Background: an optimization exercise with open tools, aiming at small area, a short achievable clock period and few clock cycles per item. Do not read the settings as production practice.
Function was checked by simulation only, so behaviour that the tests miss may differ from the original.

== v6 ==
==> flow/design.v (excerpt) <==
module speed_ramp_generator_unit
#(
   parameter int TIME_SCALE = srg_pkg::TIME_SCALE_DEFAULT
) (
   input  wire logic                  clock,
   input  wire logic                  reset,
   input  wire logic                  req_tvalid,
   output logic                       req_tready,
   input  wire logic [63:0]           req_tdata,    
   input  wire logic [srg_pkg::CMD_W-1:0]      req_tuser,    
   output logic                       rsp_tvalid,
   input  wire logic                  rsp_tready,
   output logic [srg_pkg::DATA_W-1:0]          rsp_tdata,    
   output logic [3:0]                 rsp_tuser,    
   input  wire logic                  csr_psel,
   input  wire logic                  csr_penable,
   input  wire logic                  csr_pwrite,
   input  wire logic [srg_pkg::CSR_ADDR_W-1:0] csr_paddr,
   input  wire logic [srg_pkg::DATA_W-1:0]     csr_pwdata,
   output logic [srg_pkg::DATA_W-1:0]          csr_prdata,
   output logic                       csr_pready
);
For scale: ~600 flip-flops.
clock: 12.0 ns
lec_check: 0
cap_margin: 20
core_margin: 2
core_utilization: 40
setup_slack_margin: 5
slew_margin: 20
run.sh (not shown) runs the stock make flow with config.mk's settings and CLKGATE_MAP_FILE= SYNTH_SCRIPT=/design/flow/synth_recipe.tcl, a recipe that flattens the netlist after the stock synthesis.
v6 finished every stage and its layout cleared the timing, DRC and antenna checks.
Testbench counts of v6, summed over its fixed seeds: cycles 11,407, items 9,924.
Inputs modified between v6 and v7:
# v6
export LEC_CHECK = 0
export CAP_MARGIN = 20
export CORE_MARGIN = 2
export CORE_UTILIZATION = 40
export SETUP_SLACK_MARGIN = 5
export SLEW_MARGIN = 20
create_clock -name core_clock -period 12.0 [get_ports {clock}]
# v7
export LEC_CHECK = 0
export CAP_MARGIN = 20
export CORE_MARGIN = 2
export CORE_UTILIZATION = 60
export SETUP_SLACK_MARGIN = 5
export SLEW_MARGIN = 20
create_clock -name core_clock -period 12.0 [get_ports {clock}]
Findings:
Compared to v6, the router laid down less metal wire for v7.
Delta (v7 minus v6): cell count has decreased, initial core utilization has increased, setup slack on the worst flop-to-flop path has decreased, die area has decreased.
Final design instance area without fill went down slightly going from v6 to v7.
Diff v6 -> v7 | cell area after placement | down slightly

---

trial 31:
Another version of the RTL of speed_ramp_generator_unit (not shown whole).
Size: ~7200 cells after synthesis, roughly 670 flip-flops, about 180 I/O pins.
==> flow/config.mk <==
export PLATFORM = sky130hd
export DESIGN_NAME = speed_ramp_generator_unit
export DESIGN_NICKNAME = speed_ramp_generator_unit
export VERILOG_FILES = /design/flow/design.v
export SDC_FILE = /design/flow/constraint.sdc
export NUM_CORES = 4
export LEC_CHECK = 0
export CAP_MARGIN = 20
export CORE_MARGIN = 2
export CORE_UTILIZATION = 40
export SLEW_MARGIN = 20
==> flow/constraint.sdc <==
create_clock -name core_clock -period 12.0 [get_ports {clock}]
set_input_delay 2.4000 -clock core_clock [delete_from_list [all_inputs] [get_ports {clock}]]
set_output_delay 2.4000 -clock core_clock [all_outputs]
set_load 0.01 [all_outputs]
standard.sh (not shown) runs the stock make flow with config.mk's settings and CLKGATE_MAP_FILE= SYNTH_SCRIPT=/design/flow/synth_recipe.tcl, a recipe that flattens the netlist after the stock synthesis.
==> flow/flow/run.sh <==
#!/bin/bash
set -euo pipefail
bash standard.sh SETUP_SLACK_MARGIN=6.2 TNS_END_PERCENT=0 finish > flow_make.log 2>&1
Testbench counts of trial 31, summed over its fixed seeds: cycles 11,058, items 9,924.
Input changes introduced in build 29 (baseline for comparison: trial 31):
==> flow/flow/run.sh <==
#!/bin/bash
set -euo pipefail
bash standard.sh SETUP_SLACK_MARGIN=6.5 TNS_END_PERCENT=10 finish > flow_make.log 2>&1
## What came out
- Utilization after layout for build 29 is higher than for trial 31.
- Count of cell instances traversed by the critical path on build 29 is down relative to trial 31.
- Wire length is lower on trial 31

---

## the previous run
Another version of the RTL of speed_ramp_generator_unit (not shown whole).
For scale: ~8,400 cells after synthesis, about 77,000 um^2 of cells after synthesis.
Design speed_ramp_generator_unit, start of the top module:
module speed_ramp_generator_unit
#(
   parameter int TIME_SCALE = srg_pkg::TIME_SCALE_DEFAULT
) (
   input  wire logic                  clock,
   input  wire logic                  reset,
   input  wire logic                  req_tvalid,
   output logic                       req_tready,
   input  wire logic [63:0]           req_tdata,    
   input  wire logic [srg_pkg::CMD_W-1:0]      req_tuser,    
   output logic                       rsp_tvalid,
   input  wire logic                  rsp_tready,
   output logic [srg_pkg::DATA_W-1:0]          rsp_tdata,    
   output logic [3:0]                 rsp_tuser,    
   input  wire logic                  csr_psel,
   input  wire logic                  csr_penable,
   input  wire logic                  csr_pwrite,
   input  wire logic [srg_pkg::CSR_ADDR_W-1:0] csr_paddr,
   input  wire logic [srg_pkg::DATA_W-1:0]     csr_pwdata,
   output logic [srg_pkg::DATA_W-1:0]          csr_prdata,
   output logic                       csr_pready
);
   localparam logic [1:0] F_IDLE = 2'd0;
   localparam logic [1:0] F_SC   = 2'd1;    
   localparam logic [1:0] F_END  = 2'd2;
   localparam logic [1:0] F_BRK  = 2'd3;
   localparam logic [62:0] CAP_LIM = 63'(64'd1000000 << 33);
   localparam logic [33:0] RECIP = 34'd9007199254;
   logic [DATA_W-1:0] ramp_rate_ff, brake_rate_ff, tolerance_ff;
   logic [1:0]        fmode_ff;
   logic [DATA_W-1:0] start_time_ff;
   logic              stall, hazard, accept, pend;
   logic [2:0]        cmd_in;
   logic [DATA_W-1:0] ts_in, ns_in, elapsed_raw;
   logic              f_apply;
   logic              s1_v, s2_v, s3_v, s4_v;
   logic              s1_risky, s2_risky, s3_risky, s4_risky;   
   logic [2:0]        s1_cmd, s2_cmd, s3_cmd, s4_cmd;
  ...
clock: 12.0 ns
lec_check: 0
cap_margin: 20
core_margin: 2
core_utilization: 40
setup_slack_margin: 3
slew_margin: 20
run.sh (not shown) runs the stock make flow with config.mk's settings and CLKGATE_MAP_FILE= SYNTH_SCRIPT=/design/flow/synth_recipe.tcl, a recipe that flattens the netlist after the stock synthesis.
Stock flow here: none of the scripts above is used.
The previous run went all the way through synthesis, placement and routing and the layout is clean on timing, DRC and antenna.
Testbench counts of the previous run, summed over its fixed seeds: cycles 11,407, items 9,924.
> inputs changed (the previous run -> the current run)
- swapping 3 for 5 in SETUP_SLACK_MARGIN
==> summary.txt <==
The current run: all stages complete, timing, DRC and antenna checks passed. Looking at the reports, the previous run completed the entire flow and the layout it produced met the timing, DRC and antenna checks. Cmp the current run and the previous run / layout overhead on the synthesized area / higher: the current run. The previous run reports its slowest cell on the critical path as sky130_fd_sc_hd__a221o_1 while the current run reports sky130_fd_sc_hd__a2111oi_0. The current run vs. the previous run: met3 routing resource usage after global routing shrank by 0.30 points, routed wire length held steady, final cell count grew by about 0.55%. Diff the current run..the previous run | placed cell count | negligible. Higher largest fanout on the critical path among the current run and the previous run: the previous run. Summary of the current run over the previous run: maximum single-stage delay on the critical path moved up, non-clock buffer count moved up. Required time of the critical path: the current run < the previous run.

---

== v30 ==
speed_ramp_generator_unit with an RTL version that a note above also has.
Size: roughly 180 I/O pins, about 0.068 mm² of cells after synthesis.
export LEC_CHECK = 0
export CAP_MARGIN = 20
export CORE_MARGIN = 2
export CORE_UTILIZATION = 40
export SLEW_MARGIN = 20
create_clock -name core_clock -period 12.0 [get_ports {clock}]
standard.sh (not shown) runs the stock make flow with config.mk's settings and CLKGATE_MAP_FILE= SYNTH_SCRIPT=/design/flow/synth_recipe.tcl, a recipe that flattens the netlist after the stock synthesis.
==> flow/flow/run.sh <==
#!/bin/bash
set -euo pipefail
bash standard.sh SETUP_SLACK_MARGIN=7 TNS_END_PERCENT=0 finish > flow_make.log 2>&1
v30 ended with every stage complete and zero timing, DRC or antenna violations.
Testbench counts of v30, summed over its fixed seeds: cycles 11,058, items 9,924.
diff inputs: v30 => v34
==> flow/flow/run.sh <==
#!/bin/bash
set -euo pipefail
bash standard.sh SETUP_SLACK_MARGIN=6.5 finish > flow_make.log 2>&1
## What came out
v34 went all the way through the flow, and no timing, DRC or antenna check failed. v34 vs. v30: setup slack at placement rose by 240 ps, routability congestion estimate rose by 1.4%. Sort v34 and v30 by overall routing resource usage, descending, and v34 comes first. [v34 vs v30] setup slack: higher in v34. Any difference in post-placement cell count between v30 and v34 is small enough to ignore. Timing startpoint of the critical path = s2_ms[0]: v34; timing startpoint of the critical path = s2_mc[11]: v30.
Here is what was changed in the inputs of v21 compared with v34.
==> flow/flow/run.sh <==
#!/bin/bash
set -euo pipefail
bash standard.sh SETUP_SLACK_MARGIN=6.5 TNS_END_PERCENT=0 finish > flow_make.log 2>&1
==> summary.txt <==
- Summary of v21 over v34: wire length on met3 fell by about 6%; placement row count stayed essentially flat.
- Final worst slack: v34 and v21 compared, higher one is v34
- The run showing the smaller share of layout cells above drive strength 1 is v21.
- Going from v34 to v21, first-pass GRT wire length shrank slightly.
Relative to v21, the following input files were edited for v35:
Settings: swapping 40 for 50 in CORE_UTILIZATION.
Results
Summary of v35 over v21: relative area change from synthesis to final layout shows no meaningful change; maximum fanout encountered on the critical timing path fell by 3.
Re post-synthesis simple-gate area fraction: no difference whatsoever between v35 and v21.
v35 reports a lower cell area after placement than v21 does.
From v21 to v35 the numbers moved as follows: die area moved down; total CTS buffers moved up; post-route minimum period moved up.
| sequential cell area in the final layout | v21 vs v35 | ≈ equal |
Filler cell count | v35 below v21

static timing again, ports no longer ideal:
No port has a modelled driver above. Below, the same layouts with a new extraction and two added sets of constraints.
Step 1: set_driving_cell puts a clkbuf_16 on clock and a buf_2 on each other input, an assumption about the parent block.
Step 2 also shifts input and output timing later by t, the mid clock arrival at the registers, as if the neighbouring blocks saw the same clock.
Slacks: ideal / step 1 / step 2; pairs: ideal / step 1.
| run | t (ns) | setup WS [ns] | worst setup path at the end | slew at the worst register clock pin (ns) | cell pins on the clock port's net |
|---|---|---|---|---|---|
| v6 | 0.790 | 5.057 / 5.033 / 5.033 | input to output | 0.08 / 0.08 | 1 |
| v7 | 0.770 | 5.015 / 4.992 / 4.992 | input to output | 0.07 / 0.07 | 1 |
| trial 31 | 0.760 | 5.959 / 5.959 / 5.422 | input to register | 0.07 / 0.07 | 1 |
| build 29 | 0.764 | 5.941 / 5.941 / 5.416 | input to register | 0.07 / 0.07 | 1 |
| the previous run | 0.810 | 3.321 / 3.392 / 2.581 | input to register | 0.07 / 0.07 | 1 |
| the current run | 0.802 | 3.554 / 3.598 / 2.796 | input to register | 0.07 / 0.07 | 1 |
| v30 | 0.760 | 5.959 / 5.959 / 5.422 | input to register | 0.07 / 0.07 | 1 |
| v34 | 0.748 | 6.097 / 6.097 / 5.937 | input to register | 0.07 / 0.07 | 1 |
| v21 | 0.760 | 5.959 / 5.959 / 5.422 | input to register | 0.07 / 0.07 | 1 |
| v35 | 0.772 | 5.763 / 5.763 / 5.387 | input to register | 0.07 / 0.07 | 1 |
After both steps every run listed still meets setup and hold. For the current run, which loses most, drivers alone change the setup slack by +0.044 ns; drivers and shift together by -0.758 ns.
